This design comes from an exercise in tuning for small area, a short achievable clock period and few clock cycles per item on the open sky130 flow, not from production work. Only simulation tests tie the RTL to the original design; equivalence was not proved. Power and IR drop assume default switching activity.

$ cat flow/constraint.sdc
create_clock -name core_clock -period 12.0 [get_ports {aclk}]
set_input_delay 2.4000 -clock core_clock [delete_from_list [all_inputs] [get_ports {aclk}]]
set_output_delay 2.4000 -clock core_clock [all_outputs]
set_load 0.01 [all_outputs]
$ cat flow/run.sh
#!/bin/bash
# synth_recipe.tcl (not shown) runs the flow's synth.tcl, then flattens the netlist and writes it again
# the make line also repeats each setting of config.mk as NAME=value (left out here)
make -C /OpenROAD-flow-scripts/flow DESIGN_CONFIG=/design/flow/config.mk WORK_HOME=/design/flow/orfs CLKGATE_MAP_FILE= SYNTH_SCRIPT=/design/flow/synth_recipe.tcl finish
$ cat flow/config.mk
export PLATFORM = sky130hd
export DESIGN_NAME = particle_force_euler_step
export DESIGN_NICKNAME = particle_force_euler_step
export VERILOG_FILES = /design/flow/design.v
export SDC_FILE = /design/flow/constraint.sdc
export NUM_CORES = 4
export LEC_CHECK = 0
export CAP_MARGIN = 20
export CORE_MARGIN = 2
export CORE_UTILIZATION = 40
export SLEW_MARGIN = 20
$ cat flow/design.v
package pfe_pkg;
    localparam int unsigned CFG_ADDR_W = 3;
    localparam int unsigned CFG_DATA_W = 32;
    typedef enum logic [CFG_ADDR_W-1:0] {
        REG_MASS        = 3'd0,
        REG_GRAVITY     = 3'd1,
        REG_DRAG        = 3'd2,
        REG_WIND        = 3'd3,
        REG_START_X     = 3'd4,
        REG_START_Y     = 3'd5,
        REG_START_VEL_X = 3'd6,
        REG_START_VEL_Y = 3'd7
    } cfg_reg_t;
    localparam logic signed [31:0] GRAVITY_RESET = -32'sd642908;
    localparam logic [30:0]        MAX31         = 31'h7FFF_FFFF;
    typedef enum logic [4:0] {
        OP_NONE,
        OP_ACCEPT,
        OP_LOAD,
        OP_MUL_KS,
        OP_KS,
        OP_MUL_DX,
        OP_FX,
        OP_MUL_DY,
        OP_FY,
        OP_IMPACT,
        OP_DIV_START,
        OP_DIV_END,
        OP_MUL_AX,
        OP_VX,
        OP_MUL_AY,
        OP_VY,
        OP_MUL_PX,
        OP_PX,
        OP_MUL_PY,
        OP_PY,
        OP_SQ_X,
        OP_SQ_Y,
        OP_SQ_SUM,
        OP_SQRT_START,
        OP_SQRT_END
    } dp_op_t;
    typedef struct packed {
        dp_op_t op;
    } dp_cmd_t;
    typedef struct packed {
        logic restart;
        logic collision;
        logic div_done;
        logic sqrt_done;
    } dp_status_t;
    typedef enum logic [4:0] {
        S_IDLE,
        S_DECODE,
        S_LOAD,
        S_MUL_KS,
        S_KS,
        S_MUL_DX,
        S_FX,
        S_MUL_DY,
        S_FY,
        S_IMPACT,
        S_DIV_START,
        S_DIV_RUN,
        S_DIV_END,
        S_MUL_AX,
        S_VX,
        S_MUL_AY,
        S_VY,
        S_MUL_PX,
        S_PX,
        S_MUL_PY,
        S_PY,
        S_SQ_X,
        S_SQ_Y,
        S_SQ_SUM,
        S_SQRT_START,
        S_SQRT_RUN,
        S_SQRT_END,
        S_OUT
    } ctrl_state_t;
endpackage
module pfe_div #(
    parameter int unsigned NUM_W = 48
) (
    input  logic             aclk,
    input  logic             aresetn,
    input  logic             start,
    input  logic [NUM_W-1:0] numer,
    input  logic [30:0]      denom,
    output logic             done,
    output logic [NUM_W-1:0] quot
);
    localparam int unsigned CNT_W = $clog2(NUM_W + 1);
    logic [CNT_W-1:0] count_reg, count_next;
    logic [NUM_W-1:0] num_reg, num_next;
    logic [30:0]      rem_reg, rem_next;
    logic [31:0]      rem_sh;
    logic [31:0]      diff;
    assign rem_sh = {rem_reg, num_reg[NUM_W-1]};
    assign diff   = rem_sh - {1'b0, denom};
    always_comb begin
        count_next = count_reg;
        num_next   = num_reg;
        rem_next   = rem_reg;
        if (start) begin
            count_next = CNT_W'(NUM_W);
            num_next   = numer;
            rem_next   = '0;
        end else if (count_reg != '0) begin
            count_next = count_reg - 1'b1;
            if (rem_sh >= {1'b0, denom}) begin
                rem_next = diff[30:0];
                num_next = {num_reg[NUM_W-2:0], 1'b1};
            end else begin
                rem_next = rem_sh[30:0];
                num_next = {num_reg[NUM_W-2:0], 1'b0};
            end
        end
    end
    always_ff @(posedge aclk) begin
        if (!aresetn) begin
            count_reg <= '0;
        end else begin
            count_reg <= count_next;
        end
        num_reg <= num_next;
        rem_reg <= rem_next;
    end
    assign done = (count_reg == '0);
    assign quot = num_reg;
endmodule
module pfe_sqrt (
    input  logic        aclk,
    input  logic        aresetn,
    input  logic        start,
    input  logic [63:0] radicand,
    output logic        done,
    output logic [31:0] root
);
    logic [5:0]  count_reg, count_next;
    logic [63:0] rad_reg, rad_next;
    logic [34:0] rem_reg, rem_next;
    logic [31:0] root_reg, root_next;
    logic [34:0] rem_sh;
    logic [34:0] trial;
    assign rem_sh = {rem_reg[32:0], rad_reg[63:62]};
    assign trial  = {1'b0, root_reg, 2'b01};
    always_comb begin
        count_next = count_reg;
        rad_next   = rad_reg;
        rem_next   = rem_reg;
        root_next  = root_reg;
        if (start) begin
            count_next = 6'd32;
            rad_next   = radicand;
            rem_next   = '0;
            root_next  = '0;
        end else if (count_reg != '0) begin
            count_next = count_reg - 1'b1;
            rad_next   = {rad_reg[61:0], 2'b00};
            if (rem_sh >= trial) begin
                rem_next  = rem_sh - trial;
                root_next = {root_reg[30:0], 1'b1};
            end else begin
                rem_next  = rem_sh;
                root_next = {root_reg[30:0], 1'b0};
            end
        end
    end
    always_ff @(posedge aclk) begin
        if (!aresetn) begin
            count_reg <= '0;
        end else begin
            count_reg <= count_next;
        end
        rad_reg  <= rad_next;
        rem_reg  <= rem_next;
        root_reg <= root_next;
    end
    assign done = (count_reg == '0);
    assign root = root_reg;
endmodule
module pfe_ctrl (
    input  logic                aclk,
    input  logic                aresetn,
    input  logic                s_tvalid,
    output logic                s_tready,
    output logic                m_tvalid,
    input  logic                m_tready,
    input  pfe_pkg::dp_status_t status,
    output pfe_pkg::dp_cmd_t    cmd
);
    pfe_pkg::ctrl_state_t state_reg, state_next;
    always_ff @(posedge aclk) begin
        if (!aresetn) begin
            state_reg <= pfe_pkg::S_IDLE;
        end else begin
            state_reg <= state_next;
        end
    end
    always_comb begin
        state_next = state_reg;
        cmd.op     = pfe_pkg::OP_NONE;
        s_tready   = 1'b0;
        m_tvalid   = 1'b0;
        case (state_reg)
            pfe_pkg::S_IDLE: begin
                s_tready = 1'b1;
                if (s_tvalid) begin
                    cmd.op     = pfe_pkg::OP_ACCEPT;
                    state_next = pfe_pkg::S_DECODE;
                end
            end
            pfe_pkg::S_DECODE: begin
                if (status.restart) begin
                    state_next = pfe_pkg::S_LOAD;
                end else if (status.collision) begin
                    state_next = pfe_pkg::S_IMPACT;
                end else begin
                    state_next = pfe_pkg::S_MUL_KS;
                end
            end
            pfe_pkg::S_LOAD:    begin cmd.op = pfe_pkg::OP_LOAD;    state_next = pfe_pkg::S_SQ_X;      end
            pfe_pkg::S_MUL_KS:  begin cmd.op = pfe_pkg::OP_MUL_KS;  state_next = pfe_pkg::S_KS;        end
            pfe_pkg::S_KS:      begin cmd.op = pfe_pkg::OP_KS;      state_next = pfe_pkg::S_MUL_DX;    end
            pfe_pkg::S_MUL_DX:  begin cmd.op = pfe_pkg::OP_MUL_DX;  state_next = pfe_pkg::S_FX;        end
            pfe_pkg::S_FX:      begin cmd.op = pfe_pkg::OP_FX;      state_next = pfe_pkg::S_MUL_DY;    end
            pfe_pkg::S_MUL_DY:  begin cmd.op = pfe_pkg::OP_MUL_DY;  state_next = pfe_pkg::S_FY;        end
            pfe_pkg::S_FY:      begin cmd.op = pfe_pkg::OP_FY;      state_next = pfe_pkg::S_DIV_START; end
            pfe_pkg::S_IMPACT:  begin cmd.op = pfe_pkg::OP_IMPACT;  state_next = pfe_pkg::S_DIV_START; end
            pfe_pkg::S_DIV_START: begin
                cmd.op     = pfe_pkg::OP_DIV_START;
                state_next = pfe_pkg::S_DIV_RUN;
            end
            pfe_pkg::S_DIV_RUN: if (status.div_done) state_next = pfe_pkg::S_DIV_END;
            pfe_pkg::S_DIV_END: begin cmd.op = pfe_pkg::OP_DIV_END; state_next = pfe_pkg::S_MUL_AX;    end
            pfe_pkg::S_MUL_AX:  begin cmd.op = pfe_pkg::OP_MUL_AX;  state_next = pfe_pkg::S_VX;        end
            pfe_pkg::S_VX:      begin cmd.op = pfe_pkg::OP_VX;      state_next = pfe_pkg::S_MUL_AY;    end
            pfe_pkg::S_MUL_AY:  begin cmd.op = pfe_pkg::OP_MUL_AY;  state_next = pfe_pkg::S_VY;        end
            pfe_pkg::S_VY:      begin cmd.op = pfe_pkg::OP_VY;      state_next = pfe_pkg::S_MUL_PX;    end
            pfe_pkg::S_MUL_PX:  begin cmd.op = pfe_pkg::OP_MUL_PX;  state_next = pfe_pkg::S_PX;        end
            pfe_pkg::S_PX:      begin cmd.op = pfe_pkg::OP_PX;      state_next = pfe_pkg::S_MUL_PY;    end
            pfe_pkg::S_MUL_PY:  begin cmd.op = pfe_pkg::OP_MUL_PY;  state_next = pfe_pkg::S_PY;        end
            pfe_pkg::S_PY:      begin cmd.op = pfe_pkg::OP_PY;      state_next = pfe_pkg::S_SQ_X;      end
            pfe_pkg::S_SQ_X:    begin cmd.op = pfe_pkg::OP_SQ_X;    state_next = pfe_pkg::S_SQ_Y;      end
            pfe_pkg::S_SQ_Y:    begin cmd.op = pfe_pkg::OP_SQ_Y;    state_next = pfe_pkg::S_SQ_SUM;    end
            pfe_pkg::S_SQ_SUM:  begin cmd.op = pfe_pkg::OP_SQ_SUM;  state_next = pfe_pkg::S_SQRT_START; end
            pfe_pkg::S_SQRT_START: begin
                cmd.op     = pfe_pkg::OP_SQRT_START;
                state_next = pfe_pkg::S_SQRT_RUN;
            end
            pfe_pkg::S_SQRT_RUN: if (status.sqrt_done) state_next = pfe_pkg::S_SQRT_END;
            pfe_pkg::S_SQRT_END: begin cmd.op = pfe_pkg::OP_SQRT_END; state_next = pfe_pkg::S_OUT;     end
            pfe_pkg::S_OUT: begin
                m_tvalid = 1'b1;
                if (m_tready) state_next = pfe_pkg::S_IDLE;
            end
            default: state_next = pfe_pkg::S_IDLE;
        endcase
    end
endmodule
module pfe_datapath #(
    parameter int unsigned FRAC_BITS = 16
) (
    input  logic                          aclk,
    input  logic                          aresetn,
    input  pfe_pkg::dp_cmd_t              cmd,
    output pfe_pkg::dp_status_t           status,
    input  logic                          cfg_wr_en,
    input  logic [pfe_pkg::CFG_ADDR_W-1:0] cfg_addr,
    input  logic [pfe_pkg::CFG_DATA_W-1:0] cfg_wdata,
    input  logic [1:0]                    in_flags,
    input  logic [80:0]                   in_data,
    output logic [159:0]                  out_data,
    output logic                          out_sat
);
    localparam int unsigned NUM_W = 32 + FRAC_BITS;
    logic [30:0]        mass_reg;
    logic signed [31:0] gravity_reg, wind_reg;
    logic [30:0]        drag_reg;
    logic signed [31:0] start_x_reg, start_y_reg, start_vx_reg, start_vy_reg;
    logic signed [31:0] pos_x_reg, pos_y_reg, vel_x_reg, vel_y_reg;
    logic [30:0]        speed_reg;
    logic               sat_reg;
    logic               restart_reg, coll_reg;
    logic [16:0]        dt_reg;
    logic signed [31:0] imp_x_reg, imp_y_reg;
    logic [30:0]        ks_reg;
    logic signed [31:0] fx_reg, fy_reg, ax_reg, ay_reg;
    logic signed [65:0] prod_reg;
    logic [63:0]        acc_reg;
    logic signed [32:0] mul_a, mul_b;
    logic signed [65:0] prod_sh;
    logic [30:0]        denom;
    logic               div_x_done, div_y_done, sqrt_done;
    logic [NUM_W-1:0]   quot_x, quot_y, numer_x, numer_y;
    logic [31:0]        root;
    logic [63:0]        sq_sum;
    function automatic logic [32:0] clamp32(input logic signed [67:0] x);
        if (x > 68'sd2147483647) begin
            clamp32 = {1'b1, 32'h7FFF_FFFF};
        end else if (x < -68'sd2147483648) begin
            clamp32 = {1'b1, 32'h8000_0000};
        end else begin
            clamp32 = {1'b0, x[31:0]};
        end
    endfunction
    function automatic logic [NUM_W-1:0] mag_shift(input logic signed [31:0] f);
        logic [31:0] m;
        m = f[31] ? 32'(-f) : 32'(f);
        mag_shift = {m, FRAC_BITS'(0)};
    endfunction
    function automatic logic signed [67:0] signed_quot(input logic neg,
                                                       input logic [NUM_W-1:0] q);
        logic signed [67:0] v;
        v = $signed(68'(q));
        signed_quot = neg ? -v : v;
    endfunction
    logic [32:0] c_fx, c_fy, c_ax, c_ay, c_vx, c_vy, c_px, c_py;
    assign prod_sh = prod_reg >>> FRAC_BITS;
    assign c_fx = clamp32(68'(wind_reg) - 68'(prod_sh));
    assign c_fy = clamp32(68'(gravity_reg) - 68'(prod_sh));
    assign c_ax = clamp32(signed_quot(fx_reg[31], quot_x));
    assign c_ay = clamp32(signed_quot(fy_reg[31], quot_y));
    assign c_vx = clamp32(68'(vel_x_reg) + 68'(prod_sh));
    assign c_vy = clamp32(68'(vel_y_reg) + 68'(prod_sh));
    assign c_px = clamp32(68'(pos_x_reg) + 68'(prod_sh));
    assign c_py = clamp32(68'(pos_y_reg) + 68'(prod_sh));
    assign denom   = (mass_reg == '0) ? 31'd1 : mass_reg;
    assign numer_x = mag_shift(fx_reg);
    assign numer_y = mag_shift(fy_reg);
    assign sq_sum  = acc_reg + 64'(prod_reg);
    always_comb begin
        mul_a = '0;
        mul_b = '0;
        case (cmd.op)
            pfe_pkg::OP_MUL_KS: begin
                mul_a = $signed({2'b00, drag_reg});
                mul_b = $signed({2'b00, speed_reg});
            end
            pfe_pkg::OP_MUL_DX: begin
                mul_a = $signed({2'b00, ks_reg});
                mul_b = 33'(vel_x_reg);
            end
            pfe_pkg::OP_MUL_DY: begin
                mul_a = $signed({2'b00, ks_reg});
                mul_b = 33'(vel_y_reg);
            end
            pfe_pkg::OP_MUL_AX: begin
                mul_a = 33'(ax_reg);
                mul_b = $signed({16'd0, dt_reg});
            end
            pfe_pkg::OP_MUL_AY: begin
                mul_a = 33'(ay_reg);
                mul_b = $signed({16'd0, dt_reg});
            end
            pfe_pkg::OP_MUL_PX: begin
                mul_a = 33'(vel_x_reg);
                mul_b = $signed({16'd0, dt_reg});
            end
            pfe_pkg::OP_MUL_PY: begin
                mul_a = 33'(vel_y_reg);
                mul_b = $signed({16'd0, dt_reg});
            end
            pfe_pkg::OP_SQ_X: begin
                mul_a = 33'(vel_x_reg);
                mul_b = 33'(vel_x_reg);
            end
            pfe_pkg::OP_SQ_Y: begin
                mul_a = 33'(vel_y_reg);
                mul_b = 33'(vel_y_reg);
            end
            default: begin
                mul_a = '0;
                mul_b = '0;
            end
        endcase
    end
    always_ff @(posedge aclk) begin
        if (!aresetn) begin
            mass_reg     <= 31'(1 << FRAC_BITS);
            gravity_reg  <= pfe_pkg::GRAVITY_RESET;
            drag_reg     <= '0;
            wind_reg     <= '0;
            start_x_reg  <= '0;
            start_y_reg  <= '0;
            start_vx_reg <= '0;
            start_vy_reg <= '0;
        end else if (cfg_wr_en) begin
            case (cfg_addr)
                pfe_pkg::REG_MASS:        mass_reg     <= cfg_wdata[30:0];
                pfe_pkg::REG_GRAVITY:     gravity_reg  <= cfg_wdata;
                pfe_pkg::REG_DRAG:        drag_reg     <= cfg_wdata[30:0];
                pfe_pkg::REG_WIND:        wind_reg     <= cfg_wdata;
                pfe_pkg::REG_START_X:     start_x_reg  <= cfg_wdata;
                pfe_pkg::REG_START_Y:     start_y_reg  <= cfg_wdata;
                pfe_pkg::REG_START_VEL_X: start_vx_reg <= cfg_wdata;
                pfe_pkg::REG_START_VEL_Y: start_vy_reg <= cfg_wdata;
                default: ;
            endcase
        end
    end
    always_ff @(posedge aclk) begin
        if (!aresetn) begin
            pos_x_reg <= '0;
            pos_y_reg <= '0;
            vel_x_reg <= '0;
            vel_y_reg <= '0;
            speed_reg <= '0;
            sat_reg   <= 1'b0;
        end else begin
            case (cmd.op)
                pfe_pkg::OP_ACCEPT: sat_reg <= 1'b0;
                pfe_pkg::OP_LOAD: begin
                    pos_x_reg <= start_x_reg;
                    pos_y_reg <= start_y_reg;
                    vel_x_reg <= start_vx_reg;
                    vel_y_reg <= start_vy_reg;
                end
                pfe_pkg::OP_KS: if (prod_sh[65:31] != '0) sat_reg <= 1'b1;
                pfe_pkg::OP_FX: if (c_fx[32]) sat_reg <= 1'b1;
                pfe_pkg::OP_FY: if (c_fy[32]) sat_reg <= 1'b1;
                pfe_pkg::OP_DIV_END: if (c_ax[32] || c_ay[32]) sat_reg <= 1'b1;
                pfe_pkg::OP_VX: begin
                    vel_x_reg <= c_vx[31:0];
                    if (c_vx[32]) sat_reg <= 1'b1;
                end
                pfe_pkg::OP_VY: begin
                    vel_y_reg <= c_vy[31:0];
                    if (c_vy[32]) sat_reg <= 1'b1;
                end
                pfe_pkg::OP_PX: begin
                    pos_x_reg <= c_px[31:0];
                    if (c_px[32]) sat_reg <= 1'b1;
                end
                pfe_pkg::OP_PY: begin
                    pos_y_reg <= c_py[31:0];
                    if (c_py[32]) sat_reg <= 1'b1;
                end
                pfe_pkg::OP_SQRT_END: begin
                    if (root[31]) begin
                        speed_reg <= pfe_pkg::MAX31;
                        sat_reg   <= 1'b1;
                    end else begin
                        speed_reg <= root[30:0];
                    end
                end
                default: ;
            endcase
        end
    end
    always_ff @(posedge aclk) begin
        prod_reg <= mul_a * mul_b;
        case (cmd.op)
            pfe_pkg::OP_ACCEPT: begin
                restart_reg <= in_flags[0];
                coll_reg    <= in_flags[1];
                dt_reg      <= in_data[16:0];
                imp_x_reg   <= in_data[48:17];
                imp_y_reg   <= in_data[80:49];
            end
            pfe_pkg::OP_KS:     ks_reg <= (prod_sh[65:31] != '0) ? pfe_pkg::MAX31 : prod_sh[30:0];
            pfe_pkg::OP_FX:     fx_reg <= c_fx[31:0];
            pfe_pkg::OP_FY:     fy_reg <= c_fy[31:0];
            pfe_pkg::OP_IMPACT: begin
                fx_reg <= imp_x_reg;
                fy_reg <= imp_y_reg;
            end
            pfe_pkg::OP_DIV_END: begin
                ax_reg <= c_ax[31:0];
                ay_reg <= c_ay[31:0];
            end
            pfe_pkg::OP_SQ_Y:   acc_reg <= 64'(prod_reg);
            pfe_pkg::OP_SQ_SUM: acc_reg <= sq_sum;
            default: ;
        endcase
    end
    pfe_div #(.NUM_W(NUM_W)) u_div_x (
        .aclk(aclk), .aresetn(aresetn), .start(cmd.op == pfe_pkg::OP_DIV_START),
        .numer(numer_x), .denom(denom), .done(div_x_done), .quot(quot_x)
    );
    pfe_div #(.NUM_W(NUM_W)) u_div_y (
        .aclk(aclk), .aresetn(aresetn), .start(cmd.op == pfe_pkg::OP_DIV_START),
        .numer(numer_y), .denom(denom), .done(div_y_done), .quot(quot_y)
    );
    pfe_sqrt u_sqrt (
        .aclk(aclk), .aresetn(aresetn), .start(cmd.op == pfe_pkg::OP_SQRT_START),
        .radicand(acc_reg), .done(sqrt_done), .root(root)
    );
    assign status.restart   = restart_reg;
    assign status.collision = coll_reg;
    assign status.div_done  = div_x_done & div_y_done;
    assign status.sqrt_done = sqrt_done;
    assign out_data = {1'b0, speed_reg, vel_y_reg, vel_x_reg, pos_y_reg, pos_x_reg};
    assign out_sat  = sat_reg;
endmodule
module particle_force_euler_step #(
    parameter int unsigned FRAC_BITS = 16
) (
    input  logic                           aclk,
    input  logic                           aresetn,
    input  logic                           s_tvalid,
    output logic                           s_tready,
    input  logic [87:0]                    s_tdata,
    input  logic [1:0]                     s_tuser,
    output logic                           m_tvalid,
    input  logic                           m_tready,
    output logic [159:0]                   m_tdata,
    output logic [0:0]                     m_tuser,
    input  logic                           cfg_wr_en,
    input  logic [pfe_pkg::CFG_ADDR_W-1:0] cfg_addr,
    input  logic [pfe_pkg::CFG_DATA_W-1:0] cfg_wdata
);
    pfe_pkg::dp_cmd_t    cmd;
    pfe_pkg::dp_status_t status;
    logic       sat;
    pfe_ctrl u_ctrl (
        .aclk(aclk), .aresetn(aresetn),
        .s_tvalid(s_tvalid), .s_tready(s_tready),
        .m_tvalid(m_tvalid), .m_tready(m_tready),
        .status(status), .cmd(cmd)
    );
    pfe_datapath #(.FRAC_BITS(FRAC_BITS)) u_dp (
        .aclk(aclk), .aresetn(aresetn),
        .cmd(cmd), .status(status),
        .cfg_wr_en(cfg_wr_en), .cfg_addr(cfg_addr), .cfg_wdata(cfg_wdata),
        .in_flags(s_tuser), .in_data(s_tdata[80:0]),
        .out_data(m_tdata), .out_sat(sat)
    );
    assign m_tuser = sat;
endmodule
==> report_table.html <==
<table>
<tr><th>Metric</th><th>Value</th></tr>
<tr><th colspan="2">Run status</th></tr>
<tr><td>Outcome</td><td>complete, no violations</td></tr>
<tr><th colspan="2">Placed design</th></tr>
<tr><td>HPWL after detailed placement</td><td>333800 um</td></tr>
<tr><td>Last weighted congestion value of the routability-driven placer</td><td>1.002</td></tr>
<tr><td>Cell area reported after detailed placement</td><td>0.1187 sq mm</td></tr>
<tr><td>Port bufs</td><td>284</td></tr>
<tr><th colspan="2">Finish</th></tr>
<tr><td>Final Instance Area</td><td>0.1235 sq mm</td></tr>
<tr><td>Area occupied by registers</td><td>0.02629 sq mm</td></tr>
<tr><td>Flip-flop count of the largest register, all copies and words added</td><td>66</td></tr>
<tr><td>Total Nets Final</td><td>15350</td></tr>
<tr><td>Leading cell type in the layout, fill and taps excluded</td><td>nand2_1</td></tr>
<tr><td>Area growth syn-to-layout</td><td>11.21%</td></tr>
<tr><td>Area used by multi-input combinational logic</td><td>0.07680 sq mm</td></tr>
<tr><td>Fraction of layout cells with a size suffix above 1</td><td>5.507%</td></tr>
<tr><td>Filler cells</td><td>27600</td></tr>
<tr><td>Most frequent cells in the layout</td><td>2213 x nand2_1, 1511 x inv_1, 1132 x fa_1, 1050 x nor2_1, 985 x a21oi_1</td></tr>
<tr><th colspan="2">Clocking</th></tr>
<tr><td>Quantity of hold-fixing buffers added after cts</td><td>0</td></tr>
<tr><td>Clock transition at the registers of the reported paths</td><td>0.06 ns</td></tr>
<tr><td>Worst skew pair latency</td><td>0.87 ns</td></tr>
<tr><td>CTS H-tree lvls</td><td>4</td></tr>
<tr><td>Clock tree sinks</td><td>1096</td></tr>
<tr><td>Number of clock buffers inserted by TritonCTS</td><td>144</td></tr>
<tr><td>Maximum clock path buffer count</td><td>4</td></tr>
<tr><td>Buffer cell driving the clock tree root</td><td>clkbuf_16</td></tr>
<tr><td>Clock tree from TritonCTS</td><td>done</td></tr>
<tr><th colspan="2">Floorplanning</th></tr>
<tr><td>IO Count</td><td>293</td></tr>
<tr><td>Initial standard-cell utilization of the core</td><td>40.18%</td></tr>
<tr><td>Area of the core</td><td>0.2763 sq mm</td></tr>
<tr><td>Count of standard-cell rows</td><td>193</td></tr>
<tr><td>Floorplan die width</td><td>530.8 um</td></tr>
<tr><td>Overall die height</td><td>530.8 um</td></tr>
<tr><td>Full die area</td><td>0.2818 sq mm</td></tr>
<tr><th colspan="2">Setup path</th></tr>
<tr><td>Launch point of the worst reg-to-reg path</td><td>u_ctrl.state_reg[0]</td></tr>
<tr><td>Setup crit start</td><td>u_ctrl.state_reg[0]</td></tr>
<tr><td>Crit path required time</td><td>12.72 ns</td></tr>
<tr><td>Crit. End Element</td><td>flip-flop</td></tr>
<tr><td>Max stage delay on crit path</td><td>0.98 ns</td></tr>
<tr><td>WS Path Type</td><td>flip-flop to flip-flop</td></tr>
<tr><td>Dominant cell type by count on the critical path</td><td>fa_1</td></tr>
<tr><td>Crit Path Max Fanout</td><td>62</td></tr>
<tr><td>Crit path arrival time</td><td>12.20 ns</td></tr>
<tr><td>Max stage delay cell, worst path</td><td>o31ai_1</td></tr>
<tr><td>Sort of element at the start of the critical path</td><td>flip-flop</td></tr>
<tr><th colspan="2">Drt</th></tr>
<tr><td>Via density per instance</td><td>5.770</td></tr>
<tr><td>First-pass DRT Iterations</td><td>6</td></tr>
<tr><td>Iteration-0 DRC Markers</td><td>10410</td></tr>
<tr><td>DRC errors left</td><td>0</td></tr>
<tr><td>Total length of routed wires</td><td>435400 um</td></tr>
<tr><td>WL/cell</td><td>25.26 um</td></tr>
<tr><td>DRT antenna net count</td><td>0</td></tr>
<tr><td>Routed vias</td><td>99460</td></tr>
<tr><th colspan="2">Timing</th></tr>
<tr><td>Final Setup Violations</td><td>0</td></tr>
<tr><td>Final cycle utilization of the critical path</td><td>95.63%</td></tr>
<tr><td>Unrepaired setup endpoints after global routing</td><td>false</td></tr>
<tr><td>Final Skew</td><td>0.1017 ns</td></tr>
<tr><td>Peak Freq</td><td>0.08714 GHz</td></tr>
<tr><td>Final worst hold slack</td><td>0.4492 ns</td></tr>
<tr><td>Worst slew margin relative to its limit</td><td>15.04%</td></tr>
<tr><td>Number of max-slew violations in the final report</td><td>0</td></tr>
<tr><td>Least-Margin Pin Slew</td><td>1.273 ns</td></tr>
<tr><td>Clock period minus worst slack</td><td>11.48 ns</td></tr>
<tr><td>Final number of hold-violating endpoints</td><td>0</td></tr>
<tr><td>Total negative slack</td><td>0 ns</td></tr>
<tr><th colspan="2">Power and ir drop</th></tr>
<tr><td>Combinational share of power</td><td>45.6%</td></tr>
<tr><td>Maximum vdd drop</td><td>0.1218 mV</td></tr>
<tr><td>Switch Pwr</td><td>8270 uW</td></tr>
<tr><td>Share of total power in sequential cells</td><td>31.2%</td></tr>
<tr><td>Proportion of power drawn by the clock network</td><td>23.1%</td></tr>
<tr><td>Sw Share</td><td>43.74%</td></tr>
<tr><td>Cell Pwr Density</td><td>153.2 mW/mm^2</td></tr>
<tr><td>Cell Int Power</td><td>10640 uW</td></tr>
<tr><td>Leakage power figure</td><td>0.05551 uW</td></tr>
<tr><th colspan="2">Synth</th></tr>
<tr><td>Synth Cell Area</td><td>0.1110 sq mm</td></tr>
<tr><td>Register area share after synthesis</td><td>23.68%</td></tr>
<tr><td>Synthesized netlist net count</td><td>15310</td></tr>
<tr><td>Number of standard cells after synthesis</td><td>13370</td></tr>
<tr><td>Async set-or-reset flop fraction in the synthesized netlist</td><td>0%</td></tr>
<tr><td>Predominant post-synthesis flop cell</td><td>dfxtp_1</td></tr>
<tr><td>Number of synthesized flops with an enable pin</td><td>434</td></tr>
<tr><td>Number of storage elements in the synthesis netlist</td><td>1096</td></tr>
<tr><td>Top area cells in the synthesized netlist</td><td>fa_1 20%, dfxtp_1 12%, edfxtp_1 12%</td></tr>
<tr><td>Area fraction of the dominant cell type after synthesis</td><td>20.41%</td></tr>
<tr><td>Dominant cell type by area after synthesis</td><td>fa_1</td></tr>
<tr><td>Count of warnings emitted by yosys</td><td>4</td></tr>
<tr><td>Distinct cell type count after synthesis</td><td>105</td></tr>
<tr><td>Synth Area per Inst</td><td>8.305 sq um</td></tr>
<tr><th colspan="2">GRT</th></tr>
<tr><td>Number of antenna violations at the first check in global routing</td><td>41</td></tr>
<tr><td>Number of global-route vias before repair</td><td>95100</td></tr>
<tr><td>Total gr overflow</td><td>0</td></tr>
<tr><td>Pin count of the biggest net entering global routing</td><td>147</td></tr>
<tr><td>Total Routing Usage GR</td><td>30.43%</td></tr>
<tr><td>Wire length of the first global-routing pass</td><td>635300 um</td></tr>
<tr><th colspan="2">Hold path</th></tr>
<tr><td>Type of the most critical hold path</td><td>flip-flop to flip-flop</td></tr>
<tr><td>Hold path startpoint</td><td>u_dp.u_sqrt.rad_reg[23]</td></tr>
<tr><th colspan="2">Flow run</th></tr>
<tr><td>Max capacitance violation total</td><td>0</td></tr>
</table>
==> stage by stage <==
step	utilization, %	total power [uW]	setup slack, ns	instances
after floorplan	-	11300	1.977	13370
after global placement	42.97	14350	0.2825	16960
after detailed placement	42.97	14400	0.2096	16960
after CTS	44.65	18800	0.1204	17210
after global routing	44.67	19910	0.1105	17220
final	44.69	18910	0.5248	17240
==> cell families after synthesis <==
logic type | count (synthesis) | synth area share [%]
AND/OR/NAND/NOR | 4459 | 17.60
AO/OA/AOI/OAI | 3081 | 17.50
buffers and inverters | 2235 | 7.640
adder cells (fa/ha/maj) | 1814 | 28.10
flip-flops | 1096 | 23.68
XOR/XNOR | 581 | 4.584
multiplexers | 99 | 0.8994
other | 1 | 0.003378
==> what timing repair did <==
| action | in CTS | in global routing |
|---|---|---|
| setup endpoints to repair | 0 | 9 |
| setup buffers | 0 | 0 |
| endpoints found under the hold margin | 0 | 0 |
| resized for setup | 0 | 3 |
==> worst max-delay path, delay by kind of cell, from the launching register on <==
family                   cells  cell delay, ns
AO/OA/AOI/OAI               14            4.45
flip-flops                   1            0.48
AND/OR/NAND/NOR              4            0.65
buffers and inverters        9            1.34
XOR/XNOR                     1            0.13
adder cells (fa/ha/maj)      9            4.21
==> final cells by class <==
class / instances / share of cell area [%]
multi-input cells: 10040 / 62.21
flip-flops and latches: 1096 / 21.29
inverters: 1514 / 4.611
repair buffers: 615 / 4.336
well taps: 3705 / 3.755
clock buffers: 182 / 3.160
clock inverters: 69 / 0.5970
diodes: 20 / 0.04054
==> cells in the mapped netlist (all sizes together), types with 21 or more instances <==
cell type	n
a2111oi	21
a211o	49
a211oi	152
a21boi	23
a21o	285
a21oi	986
a221o	23
a221oi	46
a22o	51
a22oi	77
a311oi	39
a31oi	130
and2	50
and3	72
and4	27
buf	53
clkbuf	668
dfxtp	662
edfxtp	434
fa	1132
ha	682
inv	1514
mux2i	93
nand2	2218
nand2b	119
nand3	250
nand4	116
nor2	1066
nor2b	72
nor3	170
nor3b	21
nor4	56
o211ai	70
o21a	89
o21ai	696
o21bai	71
o22ai	28
o31ai	70
o41ai	29
or2	35
or3	78
or4	46
xnor2	294
xor2	287
==> power groups by stage <==
| stage | combinational, uW | clock [uW] | sequential, uW |
|---|---|---|---|
| 5_1_grt | 9390 | 4560 | 5960 |
| 3_3_place_gp | 8420 | 0 | 5930 |
| 6_report | 8630 | 4380 | 5910 |
| 4_1_cts | 8500 | 4430 | 5870 |
| 3_5_place_dp | 8460 | 0 | 5940 |
| 2_1_floorplan | 5730 | 0 | 5560 |
==> layer usage <==
metal / part of all wire [%] / up-vias / global-route usage [%]
met3: 11 / 880 / 7.704
met2: 43 / 4769 / 45.31
met1: 41 / 48640 / 40.71
met4: 5.9 / 14 / 15.60
li1: - / 45160 / -
met5: 0.023 / - / 0
==> path summary, 6_finish.rpt <==
path | to | slack (ns) | cells after the start
min reg2reg | u_dp.u_sqrt.rad_reg[25] | 0.45 | 2
max | u_dp.prod_reg[62] | 0.52 | 37
min | u_dp.u_sqrt.rad_reg[25] | 0.45 | 2
max reg2reg | u_dp.prod_reg[62] | 0.52 | 37
Testbench counts, summed over its fixed seeds: cycles 283,435, items 2,880.

[port drivers added, routing unchanged]
In the flow no input, the clock included, has a driving cell. The finished layout below was timed again as built, in two steps. Step 1 sets driving cells, clkbuf_16 on the clock port and buf_2 on the other inputs (assumed; they add their load-dependent delay and slew). Step 2, shift: input delay + t, output delay - t, t = (earliest + latest rising clock arrival at the registers) / 2. This alone moves slack from input paths to output paths. a / b / c = ideal ports / drivers / drivers and shift; a / b = the first two.
t (ns): 0.912
setup slack, ns: 0.525 / 0.525 / 0.525
worst setup path at the end: register to register
clock arrival spread, ns: 0.104 / 0.104
cell pins on the clock port's net: 1
After both steps setup and hold are still met in this run. For this run, drivers alone change the setup slack by 0.000 ns; drivers and shift together by 0.000 ns.
